Source: an optimization exercise on an open RTL-to-GDS flow (aim: small area). Production flows keep margins and buffers that such runs may drop. Where RTL was checked, it was by simulation tests only, not by an equivalence proof against the original. No activity file was given, so power comes from the tool's default toggle rates.

==> flow/design.v (excerpt) <==
module axis_lane_packer #(
  parameter int LANE_W      = 8,
  parameter int LANES       = 4,
  parameter int DEPTH_LANES = 32,
  parameter int SEG_W       = 12
) (
  input  logic                    clk,
  input  logic                    arst,
  input  logic [LANES*LANE_W-1:0] s_data,
  input  logic [LANES-1:0]        s_keep,
  input  logic                    s_valid,
  input  logic                    s_last,
  output logic                    s_ready,
  output logic [LANES*LANE_W-1:0] m_data,
  output logic [LANES-1:0]        m_keep,
  output logic                    m_valid,
  output logic                    m_last,
  output logic                    m_seg,
  input  logic                    m_ready,
  input  logic [SEG_W-1:0]        seg_len,
  output logic                    keep_err
);
Size: ~1,300 cells after synthesis, about 94 I/O pins, roughly 18,000 um^2 of cells after synthesis.
==> flow/config.mk <==
export PLATFORM = sky130hd
export DESIGN_NAME = axis_lane_packer
export DESIGN_NICKNAME = axis_lane_packer
export VERILOG_FILES = /design/flow/design.v
export SDC_FILE = /design/flow/constraint.sdc
export NUM_CORES = 4
export LEC_CHECK = 0
export CAP_MARGIN = 20
export CORE_MARGIN = 2
export CORE_UTILIZATION = 35
export CTS_BUF_LIST = sky130_fd_sc_hd__clkbuf_2
export CTS_CLUSTER_SIZE = 20
export PLACE_DENSITY = 0.55
export SLEW_MARGIN = 20
==> flow/constraint.sdc <==
create_clock -name core_clock -period 12.0 [get_ports {clk}]
set_input_delay 2.4000 -clock core_clock [delete_from_list [all_inputs] [get_ports {clk}]]
set_output_delay 2.4000 -clock core_clock [all_outputs]
set_load 0.01 [all_outputs]
run.sh (not shown) runs the stock make flow with config.mk's settings and CLKGATE_MAP_FILE= SYNTH_SCRIPT=/design/flow/synth_recipe.tcl, a recipe that flattens the netlist after the stock synthesis.
Change:
- CTS_BUF_LIST: sky130_fd_sc_hd__clkbuf_2 -> sky130_fd_sc_hd__clkbuf_8
- CTS_CLUSTER_DIAMETER: not set -> 50
- CTS_CLUSTER_SIZE: 20 -> 12
Via count drops by a few percent.
Routed wire length went down slightly.
Cell count drops by a few percent.
Die area is unchanged.
Cell area climbs slightly.
Non-clock buffer count is unchanged.
Sequential share of layout area goes down by 0.16 points.
Power goes up slightly.
Setup slack is worse by 0.19 ns.
Core utilization climbs by 0.13 points.
Change:
- CTS_BUF_LIST: sky130_fd_sc_hd__clkbuf_8 -> sky130_fd_sc_hd__clkbuf_4
- CTS_CLUSTER_DIAMETER: 50 -> not set
- CTS_CLUSTER_SIZE: 12 -> not set
Register-to-register slack stays flat.
Total power went up by 3.8%.
Sequential cell count is unchanged.
Sequential power hardly moves.
Setup slack improves by 0.062 ns.
Non-clock buffer count is unchanged.
Worst hold slack degrades by 0.0047 ns.
Wire length went up by 0.95%.
Global-route usage went up by 0.33 points.
Via count went up by 3.4%.
Clock skew went up by 0.0092 ns.
Change:
- CTS_BUF_LIST: sky130_fd_sc_hd__clkbuf_4 -> not set
Count of clock-buffer cells in the layout drops by 85.
Synthesized cell count does not change.
Setup slack loses 0.088 ns.
Clock power climbs by about 8%.
Design area is about the same.
Total power climbs by 1.7%.
Routed wire length drops by about 1.2%.
Non-clock buffer count stays the same.
Sequential share of layout area barely changes.
Die area does not change.


== oak ==
Another version of the RTL of axis_lane_packer (not shown whole).
For scale: roughly 1200 cells after synthesis, ~360 flip-flops, about 94 I/O pins, ~16000 um2 of cells after synthesis.
export LEC_CHECK = 0
export CAP_MARGIN = 20
export CORE_MARGIN = 2
export CORE_UTILIZATION = 35
export PLACE_DENSITY = 0.55
export SLEW_MARGIN = 20
export SYNTH_HIERARCHICAL = 1
create_clock -name core_clock -period 12.0 [get_ports {clk}]
standard.sh (not shown) runs the stock make flow with config.mk's settings and CLKGATE_MAP_FILE= SYNTH_SCRIPT=/design/flow/synth_recipe.tcl, a recipe that flattens the netlist after the stock synthesis.
==> flow/flow/run.sh <==
#!/bin/bash
set -euo pipefail
here=$(pwd)
CTS="-sink_clustering_enable -repair_clock_nets -sink_clustering_size 8 -sink_clustering_max_diameter 100 -dont_use_dummy_load -buf_list sky130_fd_sc_hd__clkbuf_4"
bash standard.sh "BUFFER_PORTS_ARGS=-buffer_cell sky130_fd_sc_hd__buf_1" "CTS_ARGS=$CTS" \
  "PRE_RESIZE_TCL=$here/flow/pre_resize.tcl" finish > run_make.log 2>&1
==> flow/flow/pre_resize.tcl <==
# Before repair_design: synthesis maps for speed and leaves many gates at a
# higher drive strength than the design's 12 ns clock needs. Swap each cell
# for the smallest-area cell of the same family (same function and pins,
# another drive strength); repair_design then fixes any slew or load limit
# this breaks, and the later timing repairs still run.
set n 0
set saved 0.0
foreach inst [get_cells *] {
  set cell [get_property $inst ref_name]
  if {![regexp {^(sky130_fd_sc_hd__[a-z0-9]+)_([0-9]+)$} $cell -> base drive]} { continue }
  if {[string match *clkbuf* $base] || [string match *dly* $base]} { continue }
  set cur [get_lib_cells -quiet $cell]
  if {$cur eq ""} { continue }
  set best $cell
  set best_area [get_property $cur area]
  foreach lc [get_lib_cells -quiet ${base}_*] {
    set name [get_property $lc name]
    if {![regexp "^${base}_\[0-9\]+\$" $name]} { continue }
    if {[get_property $lc dont_use]} { continue }
    set a [get_property $lc area]
    if {$a < $best_area} { set best $name; set best_area $a }
  }
  if {$best ne $cell} {
    set saved [expr {$saved + [get_property $cur area] - $best_area}]
    replace_cell $inst $best
    incr n
  }
}
puts "pre_resize: downsized $n instances, [format %.1f $saved] um2"
### oak -> pine
==> flow/flow/run.sh <==
#!/bin/bash
set -euo pipefail
here=$(pwd)
CTS="-sink_clustering_enable -repair_clock_nets -sink_clustering_size 8 -sink_clustering_max_diameter 40 -dont_use_dummy_load -buf_list sky130_fd_sc_hd__clkbuf_4"
bash standard.sh "BUFFER_PORTS_ARGS=-buffer_cell sky130_fd_sc_hd__buf_1" "CTS_ARGS=$CTS" \
  "PRE_RESIZE_TCL=$here/flow/pre_resize.tcl" finish > run_make.log 2>&1
[summary]
Changes observed in pine relative to oak: maximum frequency fell 0.62%, global routing met2 resource utilization level, filler cell count in the final layout roughly the same. The higher sequential share of layout area came out of oak. Of oak and pine, the run reporting the higher total power was pine. oak -> pine: number of max-cap violations delta 0, exact match. Per the comparison of pine with oak, global-route usage level, final cell utilization of the core saw little to no change, final standard cell area without fillers grew by 0.39%, clock period minus final worst setup slack rose 0.048 ns, net switching component of the power ~0 delta.


== run 1 ==
Another version of the RTL of axis_lane_packer (not shown whole).
Size: about 1200 cells after synthesis, about 17000 um^2 of cells after synthesis.
Settings: LEC_CHECK=0, CAP_MARGIN=20, CORE_MARGIN=2, CORE_UTILIZATION=35, PLACE_DENSITY=0.65, SLEW_MARGIN=20, SYNTH_HIERARCHICAL=1; clock period 12.0 ns.
==> flow/flow/run.sh <==
#!/bin/bash
set -euo pipefail
here=$(pwd)
CTS="-sink_clustering_enable -repair_clock_nets -sink_clustering_size 10 -sink_clustering_max_diameter 30 -dont_use_dummy_load -buf_list sky130_fd_sc_hd__clkbuf_4"
bash standard.sh "BUFFER_PORTS_ARGS=-buffer_cell sky130_fd_sc_hd__buf_1" "CTS_ARGS=$CTS" \
  "PRE_RESIZE_TCL=$here/flow/pre_resize.tcl" finish > run_make.log 2>&1
Scripts as last shown in full above: flow/flow/pre_resize.tcl
Run 1 ended with every stage complete and zero timing, DRC or antenna violations.
### run 1 -> run 2
Settings: a change of PLACE_DENSITY from 0.65 to 0.55.
==> flow/flow/run.sh <==
#!/bin/bash
set -euo pipefail
CTS="-sink_clustering_enable -repair_clock_nets -sink_clustering_size 10 -sink_clustering_max_diameter 35 -dont_use_dummy_load -buf_list sky130_fd_sc_hd__clkbuf_4"
bash standard.sh "BUFFER_PORTS_ARGS=-buffer_cell sky130_fd_sc_hd__buf_1" "CTS_ARGS=$CTS" finish > run_make.log 2>&1
removed: flow/flow/pre_resize.tcl
--- outcome ---
- Looking at startpoint of the worst setup timing path, the r_rd[1] result is from run 2; the r_rd[3] one comes from run 1.
- Total power, run 1 and run 2, higher one = run 2.
- Per the comparison of run 2 with run 1, detailed-placement wirelength estimate has increased; routability congestion estimate now sits higher; global-route wire length before repair has increased.
Changes in run 3 relative to run 2:
Settings: a change of PLACE_DENSITY from 0.55 to 0.65.
==> flow/flow/run.sh <==
#!/bin/bash
set -euo pipefail
CTS="-sink_clustering_enable -repair_clock_nets -sink_clustering_size 8 -sink_clustering_max_diameter 40 -dont_use_dummy_load -buf_list sky130_fd_sc_hd__clkbuf_4"
bash standard.sh "BUFFER_PORTS_ARGS=-buffer_cell sky130_fd_sc_hd__buf_1" "CTS_ARGS=$CTS" finish > run_make.log 2>&1
### Flow results
Run 3 closes out successfully: all stages finished, all timing, DRC and antenna checks passed. Diff run 2 -> run 3 | register-to-register slack | decrease of 0.02 ns. Comparing run 3 and run 2, the lower non-clock buffer count was measured on run 3. Run 3 vs run 2: wire length down. Diff run 2 -> run 3: critical path buffer and inverter count +2, first-pass GRT wire length went down 4.4%, total sequential power roughly the same. Wire length on met2 in run 3 is 3.4% lower than in run 2. [compare] base=run 2 new=run 3: clock power shows a reduction of 6.8%, total net switching power shows a reduction of 2.3%.
Changes in run 4 relative to run 3:
Settings: PLACE_DENSITY changed from 0.65 to 0.55.
==> flow/flow/run.sh <==
#!/bin/bash
set -euo pipefail
here=$(pwd)
CTS="-sink_clustering_enable -repair_clock_nets -sink_clustering_size 8 -sink_clustering_max_diameter 40 -dont_use_dummy_load -buf_list sky130_fd_sc_hd__clkbuf_4"
bash standard.sh "BUFFER_PORTS_ARGS=-buffer_cell sky130_fd_sc_hd__buf_1" "CTS_ARGS=$CTS" \
  "PRE_RESIZE_TCL=$here/flow/pre_resize.tcl" finish > run_make.log 2>&1
==> flow/flow/pre_resize.tcl (new file) <==
# Before repair_design: synthesis maps for speed and leaves many gates at a
# higher drive strength than the design's 12 ns clock needs. Swap each cell
# for the smallest-area cell of the same family (same function and pins,
# another drive strength); repair_design then fixes any slew or load limit
# this breaks, and the later timing repairs still run.
set n 0
set saved 0.0
foreach inst [get_cells *] {
  set cell [get_property $inst ref_name]
  if {![regexp {^(sky130_fd_sc_hd__[a-z0-9]+)_([0-9]+)$} $cell -> base drive]} { continue }
  if {[string match *clkbuf* $base] || [string match *dly* $base]} { continue }
  set cur [get_lib_cells -quiet $cell]
  if {$cur eq ""} { continue }
  set best $cell
  set best_area [get_property $cur area]
  foreach lc [get_lib_cells -quiet ${base}_*] {
    set name [get_property $lc name]
    if {![regexp "^${base}_\[0-9\]+\$" $name]} { continue }
    if {[get_property $lc dont_use]} { continue }
    set a [get_property $lc area]
    if {$a < $best_area} { set best $name; set best_area $a }
  }
  if {$best ne $cell} {
    set saved [expr {$saved + [get_property $cur area] - $best_area}]
    replace_cell $inst $best
    incr n
  }
}
puts "pre_resize: downsized $n instances, [format %.1f $saved] um2"
## What came out
Against run 3, run 4 comes in 0.2 points higher on register share of total power.
Run 3 reports its standard cell with the maximum stage delay on the critical path as sky130_fd_sc_hd__dfxtp_1 while run 4 reports sky130_fd_sc_hd__buf_1.
Re sum of buffers and inverters on the critical path: run 3 was higher than run 4.
For the first-pass GRT wire length, run 4 came in about 4.4% higher than run 3 did.
Changes observed in run 4 relative to run 3: critical path depth dropped 1; total area of multi-input combinational cells dropped 5.0%; final worst-path cycle share climbed 0.84 points; non-clock buffer count climbed about 2.6%.
For run 5, these inputs were changed with respect to run 4:
-- flow/flow/pre_resize.tcl --
<<< run 4, line 10
  if {![regexp {^(sky130_fd_sc_hd__[a-z0-9]+)_([0-9]+)$} $cell -> base drive]} { continue }
  if {[string match *clkbuf* $base] || [string match *dly* $base]} { continue }
  set cur [get_lib_cells -quiet $cell]
  if {$cur eq ""} { continue }
  set best $cell
  set best_area [get_property $cur area]
  foreach lc [get_lib_cells -quiet ${base}_*] {
    set name [get_property $lc name]
>>> run 5, line 10
  if {![regexp {^(sky130_fd_sc_hd__[a-z0-9]+)_([0-9]+)$} $cell -> base drive]} { continue }
  if {[string match *clkbuf* $base] || [string match *dly* $base]} { continue }
  set best $cell
  set best_area [get_property [get_lib_cells $cell] area]
  foreach lc [get_lib_cells -quiet ${base}_*] {
    set name [get_property $lc name]
<<< run 4, line 22
  }
  if {$best ne $cell} {
    set saved [expr {$saved + [get_property $cur area] - $best_area}]
    replace_cell $inst $best
    incr n
>>> run 5, line 20
  }
  if {$best ne $cell} {
    set saved [expr {$saved + [get_property [get_lib_cells $cell] area] - $best_area}]
    replace_cell $inst $best
    incr n
Results
FAIL run 5 @ placement repair: tool exited with error. From run 5 to run 4, die width did not move at all. Comparing run 4 against run 5, there is no change at all in share of the yosys chip area belonging to registers. I/O pin total: run 5 vs run 4 identical. Re synthesis-stage register bit count: no difference whatsoever between run 4 and run 5. As far as adder and majority gate portion of the synthesized area is concerned, run 4 and run 5 perform about the same. Fraction of the mapped netlist area in simple logic gates came out exactly the same in run 4 and run 5. From run 5 to run 4, async set-or-reset flop fraction in the synthesized netlist did not move at all. From run 4 to run 5, synthesized area divided by synthesized cell count did not move at all. Reported for run 4 and run 5, standard-cell row count turned out identical to the last digit.


## the previous run
Another version of the RTL of axis_lane_packer (not shown whole).
For scale: about 1400 cells after synthesis, roughly 360 flip-flops, ~94 I/O pins, ~0.017 mm² of cells after synthesis.
Settings: LEC_CHECK=0, CAP_MARGIN=20, CORE_MARGIN=2, CORE_UTILIZATION=35, PLACE_DENSITY=0.55, SLEW_MARGIN=20, SYNTH_HIERARCHICAL=1; clock period 12.0 ns.
==> flow/flow/run.sh <==
#!/bin/bash
set -euo pipefail
CTS="-sink_clustering_enable -repair_clock_nets -sink_clustering_size 16 -sink_clustering_max_diameter 50 -dont_use_dummy_load -buf_list sky130_fd_sc_hd__clkbuf_8"
bash standard.sh "BUFFER_PORTS_ARGS=-buffer_cell sky130_fd_sc_hd__buf_1" "CTS_ARGS=$CTS" finish > run_make.log 2>&1
Setup changes, the previous run to the current run
Settings: a change of CORE_UTILIZATION from 35 to 55; a change of PLACE_DENSITY from 0.55 to 0.7.
==> flow/flow/run.sh <==
#!/bin/bash
set -euo pipefail
CTS="-sink_clustering_enable -repair_clock_nets -sink_clustering_size 20 -sink_clustering_max_diameter 40 -dont_use_dummy_load -buf_list sky130_fd_sc_hd__clkbuf_8"
bash standard.sh "BUFFER_PORTS_ARGS=-buffer_cell sky130_fd_sc_hd__buf_1" "CTS_ARGS=$CTS" finish > run_make.log 2>&1
Results
The final layouts of the previous run and the current run pass the timing, design-rule and antenna checks. Detailed-route wire length on the current run is ahead of the previous run. When the current run is set beside the previous run, its power share of the clock group turns out to be 0.2 points larger. The wire length of the first global-routing pass of the current run is lower than that of the previous run. Comparing the current run against the previous run, there is no change at all in mean post-synth cell area. Against the previous run as the reference, the current run delivers a higher number of clock buffers in the layout.
Function was not checked in any run of this note: the RTL went through the layout flow alone.


Setup of job 4787:
The RTL this note starts from:
==> flow/design.v <==
module axis_lane_packer_ao #(
  parameter int W = 8,
  parameter int N = 4
) (
  input  logic [N*W-1:0] d,
  input  logic [N-1:0]   s,
  output logic [W-1:0]   q
);
  always_comb begin
    q = '0;
    for (int i = 0; i < N; i++) q = q | (d[i*W +: W] & {W{s[i]}});
  end
endmodule
module axis_lane_packer_aoi3 #(
  parameter int W = 8
) (
  input  logic [3*W-1:0] a,
  input  logic [2:0]     b,
  output logic [W-1:0]   q
);
  assign q = ~((a[0 +: W] & {W{b[0]}}) | (a[W +: W] & {W{b[1]}}) | (a[2*W +: W] & {W{b[2]}}));
endmodule
module axis_lane_packer_aoi2 #(
  parameter int W = 8
) (
  input  logic [2*W-1:0] a,
  input  logic [1:0]     b,
  output logic [W-1:0]   q
);
  assign q = ~((a[0 +: W] & {W{b[0]}}) | (a[W +: W] & {W{b[1]}}));
endmodule
module axis_lane_packer_ao8 #(
  parameter int W = 8
) (
  input  logic [8*W-1:0] d,
  input  logic [7:0]     s,
  output logic [W-1:0]   q
);
  logic [W-1:0] n0, n1, n2;
  axis_lane_packer_aoi3 #(.W(W)) u0 (.a(d[0 +: 3*W]),   .b(s[2:0]), .q(n0));
  axis_lane_packer_aoi3 #(.W(W)) u1 (.a(d[3*W +: 3*W]), .b(s[5:3]), .q(n1));
  axis_lane_packer_aoi2 #(.W(W)) u2 (.a(d[6*W +: 2*W]), .b(s[7:6]), .q(n2));
  assign q = ~(n0 & n1 & n2);
endmodule
module axis_lane_packer #(
  parameter int LANE_W      = 8,
  parameter int LANES       = 4,
  parameter int DEPTH_LANES = 32,
  parameter int SEG_W       = 12
) (
  input  logic                    clk,
  input  logic                    arst,
  input  logic [LANES*LANE_W-1:0] s_data,
  input  logic [LANES-1:0]        s_keep,
  input  logic                    s_valid,
  input  logic                    s_last,
  output logic                    s_ready,
  output logic [LANES*LANE_W-1:0] m_data,
  output logic [LANES-1:0]        m_keep,
  output logic                    m_valid,
  output logic                    m_last,
  output logic                    m_seg,
  input  logic                    m_ready,
  input  logic [SEG_W-1:0]        seg_len,
  output logic                    keep_err
);
  localparam int NB = 4;                  
  localparam int NR = DEPTH_LANES / NB;   
  localparam int RW = $clog2(NR);
  localparam int PW = $clog2(DEPTH_LANES);
  localparam int BW = LANE_W + 1;         
  function automatic logic [PW:0] add6(input logic [PW:0] a, input logic [PW:0] b, input logic cin);
    logic c;
    c = cin;
    for (int i = 0; i <= PW; i++) begin
      add6[i] = a[i] ^ b[i] ^ c;
      c       = (a[i] & b[i]) | (c & (a[i] ^ b[i]));
    end
  endfunction
  function automatic logic [SEG_W-1:0] add12(input logic [SEG_W-1:0] a, input logic [SEG_W-1:0] b, input logic cin);
    logic c;
    c = cin;
    for (int i = 0; i < SEG_W; i++) begin
      add12[i] = a[i] ^ b[i] ^ c;
      c        = (a[i] & b[i]) | (c & (a[i] ^ b[i]));
    end
  endfunction
  logic [LANE_W-1:0] r_buf [NB][NR];
  logic              r_end [NB][NR];       
  logic [PW:0]       r_wr, r_rd;           
  logic [SEG_W-1:0]  r_seg_len, r_seg_rem;
  logic              r_pkt_first;
  logic [LANES*LANE_W-1:0] r_m_data;
  logic [NB-1:1]     r_m_keep;             
  logic              r_m_valid, r_m_last, r_m_seg, r_keep_err;
  logic [PW:0] w_fill;
  assign w_fill  = add6(r_wr, ~r_rd, 1'b1);
  assign s_ready = !(w_fill[5] || (&w_fill[4:2] && |w_fill[1:0]));
  logic [NB-1:0] w_run;                   
  logic [2:0]    w_wcnt;
  logic          w_acc, w_keep_bad;
  assign w_run      = {&s_keep, &s_keep[2:0], &s_keep[1:0], s_keep[0]};
  assign w_keep_bad = |(s_keep & ~w_run);
  assign w_wcnt     = {w_run[3], w_run[1] & !w_run[3], (w_run[0] & !w_run[1]) | (w_run[2] & !w_run[3])};
  assign w_acc      = s_valid & s_ready;
  logic [1:0]    w_wrot;
  logic [RW-1:0] w_wrow;
  assign w_wrot = r_wr[1:0];
  assign w_wrow = r_wr[PW-1:2];
  logic [1:0]    w_pbank;
  logic          w_mark_prev;
  logic [NR-1:0] w_woh;
  assign w_pbank     = w_wrot + w_wcnt[1:0] - 2'd1;
  assign w_mark_prev = w_acc && s_last && w_wcnt == 3'd0;
  always_comb
    for (int r = 0; r < NR; r++) w_woh[r] = w_wrow == RW'(r);
  logic [LANE_W-1:0] w_wdata [NB];
  for (genvar b = 0; b < NB; b++) begin : g_wr
    logic [NB-1:0] lsel;
    always_comb
      for (int i = 0; i < NB; i++) lsel[i] = 2'(b) - w_wrot == 2'(i);
    axis_lane_packer_ao #(.W(LANE_W), .N(NB)) u_wmux (.d(s_data), .s(lsel), .q(w_wdata[b]));
  end
  always_ff @(posedge clk) begin
    for (int b = 0; b < NB; b++) begin
      logic [1:0]        li;
      logic              we, xe, mv;
      logic [NR-1:0]     wsel, psel;
      li   = 2'(b) - w_wrot;
      we   = w_acc && w_run[li];
      xe   = w_mark_prev && w_pbank == 2'(b);
      mv   = s_last && w_pbank == 2'(b);
      wsel = (2'(b) < w_wrot) ? {w_woh[NR-2:0], w_woh[NR-1]} : w_woh;
      psel = (b == NB-1) ? {w_woh[0], w_woh[NR-1:1]} : w_woh;
      for (int r = 0; r < NR; r++) begin
        if (we && wsel[r]) r_buf[b][r] <= w_wdata[b];
        if ((we && wsel[r]) || (xe && psel[r])) r_end[b][r] <= mv;
      end
    end
  end
  logic [1:0]    w_rrot;
  logic [RW-1:0] w_rrow;
  logic [NR-1:0] w_roh;
  logic [BW-1:0] w_bank [NB];             
  logic [NB-1:0] w_lane_end;
  assign w_rrot = r_rd[1:0];
  assign w_rrow = r_rd[PW-1:2];
  always_comb
    for (int r = 0; r < NR; r++) w_roh[r] = w_rrow == RW'(r);
  for (genvar b = 0; b < NB; b++) begin : g_rd
    logic [NR-1:0]    rsel;
    logic [NR*BW-1:0] rows;
    assign rsel = (2'(b) < w_rrot) ? {w_roh[NR-2:0], w_roh[NR-1]} : w_roh;
    for (genvar r = 0; r < NR; r++) begin : g_row
      assign rows[r*BW +: BW] = {r_buf[b][r], r_end[b][r]};
    end
    axis_lane_packer_ao8 #(.W(BW)) u_rmux (.d(rows), .s(rsel), .q(w_bank[b]));
  end
  logic [NB-1:0] w_lsel [NB];
  always_comb
    for (int k = 0; k < NB; k++)
      for (int b = 0; b < NB; b++) w_lsel[k][b] = 2'(k) + w_rrot == 2'(b);
  always_comb
    for (int k = 0; k < NB; k++) w_lane_end[k] = |(w_lsel[k] & {w_bank[3][0], w_bank[2][0], w_bank[1][0], w_bank[0][0]});
  logic [SEG_W-1:0] w_rem;
  logic             w_seg_on;
  assign w_rem    = r_pkt_first ? seg_len
                  : r_seg_rem | (r_seg_len & {SEG_W{r_seg_rem == '0}});
  assign w_seg_on = r_pkt_first ? |seg_len : |r_seg_len;
  logic [NB-1:0] w_nt, w_ft, w_kt;        
  logic [NB-1:0] w_endv;
  logic          w_found, w_can_load, w_load, w_seg_end;
  logic [2:0]    w_len;
  assign w_nt[0] = 1'b1;                  
  assign w_nt[1] = !w_seg_on || |w_rem[SEG_W-1:1];
  assign w_nt[2] = !w_seg_on || |w_rem[SEG_W-1:2] || &w_rem[1:0];
  assign w_nt[3] = !w_seg_on || |w_rem[SEG_W-1:2];
  assign w_ft[0] = |w_fill;
  assign w_ft[1] = |w_fill[PW:1];
  assign w_ft[2] = |w_fill[PW:2] || &w_fill[1:0];
  assign w_ft[3] = |w_fill[PW:2];
  assign w_endv  = w_lane_end & w_ft & w_nt;
  assign w_found = |w_endv;
  assign w_kt[0] = 1'b1;
  assign w_kt[1] = w_nt[1] && !w_endv[0];
  assign w_kt[2] = w_nt[2] && !(|w_endv[1:0]);
  assign w_kt[3] = w_nt[3] && !(|w_endv[2:0]);
  assign w_len   = {w_kt[3], w_kt[1] & !w_kt[3], !w_kt[1] | (w_kt[2] & !w_kt[3])};
  assign w_can_load = w_found || ((w_nt & ~w_ft) == '0);
  assign w_load     = w_can_load && (!r_m_valid || m_ready);
  assign w_seg_end  = w_seg_on && !(|w_rem[SEG_W-1:3]) && w_rem[2:0] == w_len;
  logic [LANES*LANE_W-1:0] w_beat;
  for (genvar k = 0; k < NB; k++) begin : g_lane
    logic [NB*LANE_W-1:0] banks;
    for (genvar b = 0; b < NB; b++) begin : g_b
      assign banks[b*LANE_W +: LANE_W] = w_bank[b][BW-1:1];
    end
    axis_lane_packer_ao #(.W(LANE_W), .N(NB)) u_omux (
      .d(banks), .s(w_lsel[k] & {NB{w_kt[k]}}), .q(w_beat[k*LANE_W +: LANE_W]));
  end
  logic [SEG_W-1:0] w_len12;
  assign w_len12 = SEG_W'(w_len);
  always_ff @(posedge clk) begin
    if (!r_m_valid || m_ready) begin
      r_m_data <= w_beat;
      r_m_keep <= w_kt[NB-1:1];
      r_m_last <= w_found || w_seg_end;
      r_m_seg  <= w_seg_end && !w_found;
    end
    if (r_pkt_first) r_seg_len <= seg_len;
    if (w_load) begin
      r_seg_rem <= add12(w_rem, ~w_len12, 1'b1);
    end
  end
  always_ff @(posedge clk) begin
    if (arst) begin
      r_wr        <= '0;
      r_rd        <= '0;
      r_pkt_first <= 1'b1;
      r_m_valid   <= 1'b0;
      r_keep_err  <= 1'b0;
    end else begin
      if (w_acc) begin
        r_wr <= add6(r_wr, (PW+1)'(w_wcnt), 1'b0);
        if (w_keep_bad) r_keep_err <= 1'b1;
      end
      if (!r_m_valid || m_ready) r_m_valid <= w_can_load;
      if (w_load) begin
        r_rd        <= add6(r_rd, (PW+1)'(w_len), 1'b0);
        r_pkt_first <= w_found;
      end
    end
  end
  assign m_data   = r_m_data;
  assign m_keep   = {r_m_keep, 1'b1};
  assign m_valid  = r_m_valid;
  assign m_last   = r_m_last;
  assign m_seg    = r_m_seg;
  assign keep_err = r_keep_err;
endmodule
clock: 12.0 ns
lec_check: 0
cap_margin: 20
core_margin: 2
core_utilization: 35
place_density: 0.65
slew_margin: 20
synth_hierarchical: 1
==> flow/flow/run.sh <==
#!/bin/bash
set -euo pipefail
CTS="-sink_clustering_enable -repair_clock_nets -sink_clustering_size 5 -sink_clustering_max_diameter 25 -dont_use_dummy_load -buf_list sky130_fd_sc_hd__clkbuf_2"
bash standard.sh "BUFFER_PORTS_ARGS=-buffer_cell sky130_fd_sc_hd__buf_1" "CTS_ARGS=$CTS" finish > run_make.log 2>&1
Relative to job 4787, the following input files were edited for job 1272:
Settings: swapping 0.65 for 0.55 in PLACE_DENSITY.
==> flow/flow/run.sh <==
#!/bin/bash
set -euo pipefail
here=$(pwd)
CTS="-sink_clustering_enable -repair_clock_nets -sink_clustering_size 8 -sink_clustering_max_diameter 40 -dont_use_dummy_load -buf_list sky130_fd_sc_hd__clkbuf_4"
bash standard.sh "BUFFER_PORTS_ARGS=-buffer_cell sky130_fd_sc_hd__buf_1" "CTS_ARGS=$CTS" \
  "PRE_RESIZE_TCL=$here/flow/pre_resize.tcl" finish > run_make.log 2>&1
==> flow/flow/pre_resize.tcl (new file) <==
# Before repair_design: downsize gates on paths with timing slack to spare
# (synthesis maps for speed); repair_design then fixes any slew or load limits.
estimate_parasitics -placement
repair_timing -recover_power 100 -verbose
## What came out
Job 1272 -> job 4787: final critical-path share of the clock period flat. Cmp job 1272 and job 4787 / total clock network power / lower: job 1272. Between job 1272 and job 4787, the difference in final cell area excluding filler cells is negligible. Worst hold slack: job 1272 < job 4787. Going from job 4787 to job 1272, the number of clock buffer instances in the layout was found to have gone down by 39%. In terms of total power, job 4787 and job 1272 differ only marginally. Compared with job 4787, job 1272 shows worst-case headroom to the max-slew limit lower by 0.63 points. Job 1272 ends up with a maximum level of the CTS H-tree that is 1 lower than in job 4787. Wire: job 1272 routes more than job 4787. Against job 4787, job 1272 reports a switching part of the total power that is lower. Min non-clock buffer count across job 1272 and job 4787: job 4787.
> inputs changed (job 1272 -> job 8541)
Settings: changing PLACE_DENSITY from 0.55 to 0.65.
==> flow/flow/pre_resize.tcl <==
# Before repair_design: synthesis maps for speed and leaves many gates at a
# higher drive strength than the design's 12 ns clock needs. Swap each cell
# for the smallest-area cell of the same family (same function and pins,
# another drive strength); repair_design then fixes any slew or load limit
# this breaks, and the later timing repairs still run.
set n 0
set saved 0.0
foreach inst [get_cells *] {
  set cell [get_property $inst ref_name]
  if {![regexp {^(sky130_fd_sc_hd__[a-z0-9]+)_([0-9]+)$} $cell -> base drive]} { continue }
  if {[string match *clkbuf* $base] || [string match *dly* $base]} { continue }
  set cur [get_lib_cells -quiet $cell]
  if {$cur eq ""} { continue }
  set best $cell
  set best_area [get_property $cur area]
  foreach lc [get_lib_cells -quiet ${base}_*] {
    set name [get_property $lc name]
    if {![regexp "^${base}_\[0-9\]+\$" $name]} { continue }
    if {[get_property $lc dont_use]} { continue }
    set a [get_property $lc area]
    if {$a < $best_area} { set best $name; set best_area $a }
  }
  if {$best ne $cell} {
    set saved [expr {$saved + [get_property $cur area] - $best_area}]
    replace_cell $inst $best
    incr n
  }
}
puts "pre_resize: downsized $n instances, [format %.1f $saved] um2"
## What came out
Job 8541 against job 1272: shortest clock period the worst path allows after layout went up 0.17 ns; register-to-register slack went down 0.17 ns. Taking job 1272 as the reference, in job 8541 endpoint required time on the critical path went down by 0.04 ns; final wirelength -about 4%; design area saw a decrease. From job 1272 to job 8541 the numbers moved as follows: met1 track demand over resource in global routing decreased 2.7 points; via count went up 0.78%; reported net switching power down 3.0%.

re-timing with driven ports:
No port has a modelled driver above. Below, the same layouts with a new extraction and two added sets of constraints.
Step 1 assumes that a clkbuf_16 drives the clock port and a buf_2 every other input.
Step 2 moves the port delays by t, midway between the first and last clock arrival at a register: inputs arrive t later, outputs are due t later. That takes back most of the time a late clock gives input paths.
Slacks: ideal / step 1 / step 2; pairs: ideal / step 1.
| run | shift t [ns] | setup slack, ns | hold WS [ns] | worst setup path after step 2 | worst slew at a driven data input, ns |
|---|---|---|---|---|---|
| the first run of note 1 | 1.059 | 4.329 / 4.329 / 3.551 | 0.476 / 0.476 / 0.476 | input to register | 0.07 |
| the second run of note 1 | 0.685 | 4.138 / 4.160 / 3.475 | 0.475 / 0.475 / 0.475 | input to register | 0.08 |
| the third run of note 1 | 0.843 | 4.200 / 4.200 / 3.500 | 0.470 / 0.470 / 0.470 | input to register | 0.08 |
| the fourth run of note 1 | 0.623 | 4.113 / 4.142 / 3.519 | 0.477 / 0.477 / 0.477 | input to register | 0.07 |
| oak | 0.818 | 4.244 / 4.244 / 4.244 | 0.536 / 0.536 / 0.536 | register to register | 0.05 |
| pine | 0.825 | 4.196 / 4.196 / 4.196 | 0.537 / 0.537 / 0.537 | register to register | 0.06 |
| run 1 | 0.809 | 5.101 / 5.101 / 4.998 | 0.526 / 0.526 / 0.526 | input to register | 0.09 |
| run 2 | 0.803 | 5.357 / 5.357 / 5.011 | 0.477 / 0.477 / 0.477 | input to register | 0.08 |
| run 3 | 0.812 | 5.340 / 5.340 / 5.085 | 0.523 / 0.523 / 0.523 | input to register | 0.09 |
| run 4 | 0.803 | 5.239 / 5.239 / 5.054 | 0.486 / 0.486 / 0.486 | input to register | 0.07 |
| the previous run | 0.633 | 5.354 / 5.354 / 4.885 | 0.495 / 0.495 / 0.495 | input to register | 0.06 |
| the current run | 0.593 | 5.428 / 5.453 / 4.861 | 0.478 / 0.478 / 0.478 | input to register | 0.06 |
| job 4787 | 1.050 | 5.309 / 5.309 / 5.003 | 0.518 / 0.518 / 0.518 | input to register | 0.09 |
| job 1272 | 0.820 | 5.292 / 5.292 / 4.829 | 0.489 / 0.489 / 0.489 | input to register | 0.07 |
| job 8541 | 0.796 | 5.119 / 5.119 / 5.021 | 0.518 / 0.518 / 0.518 | input to register | 0.09 |
After both steps setup and hold are still met in every run listed. The setup slack of the first run of note 1, which loses most, moves by 0.000 ns with the drivers and by -0.778 ns with both steps.
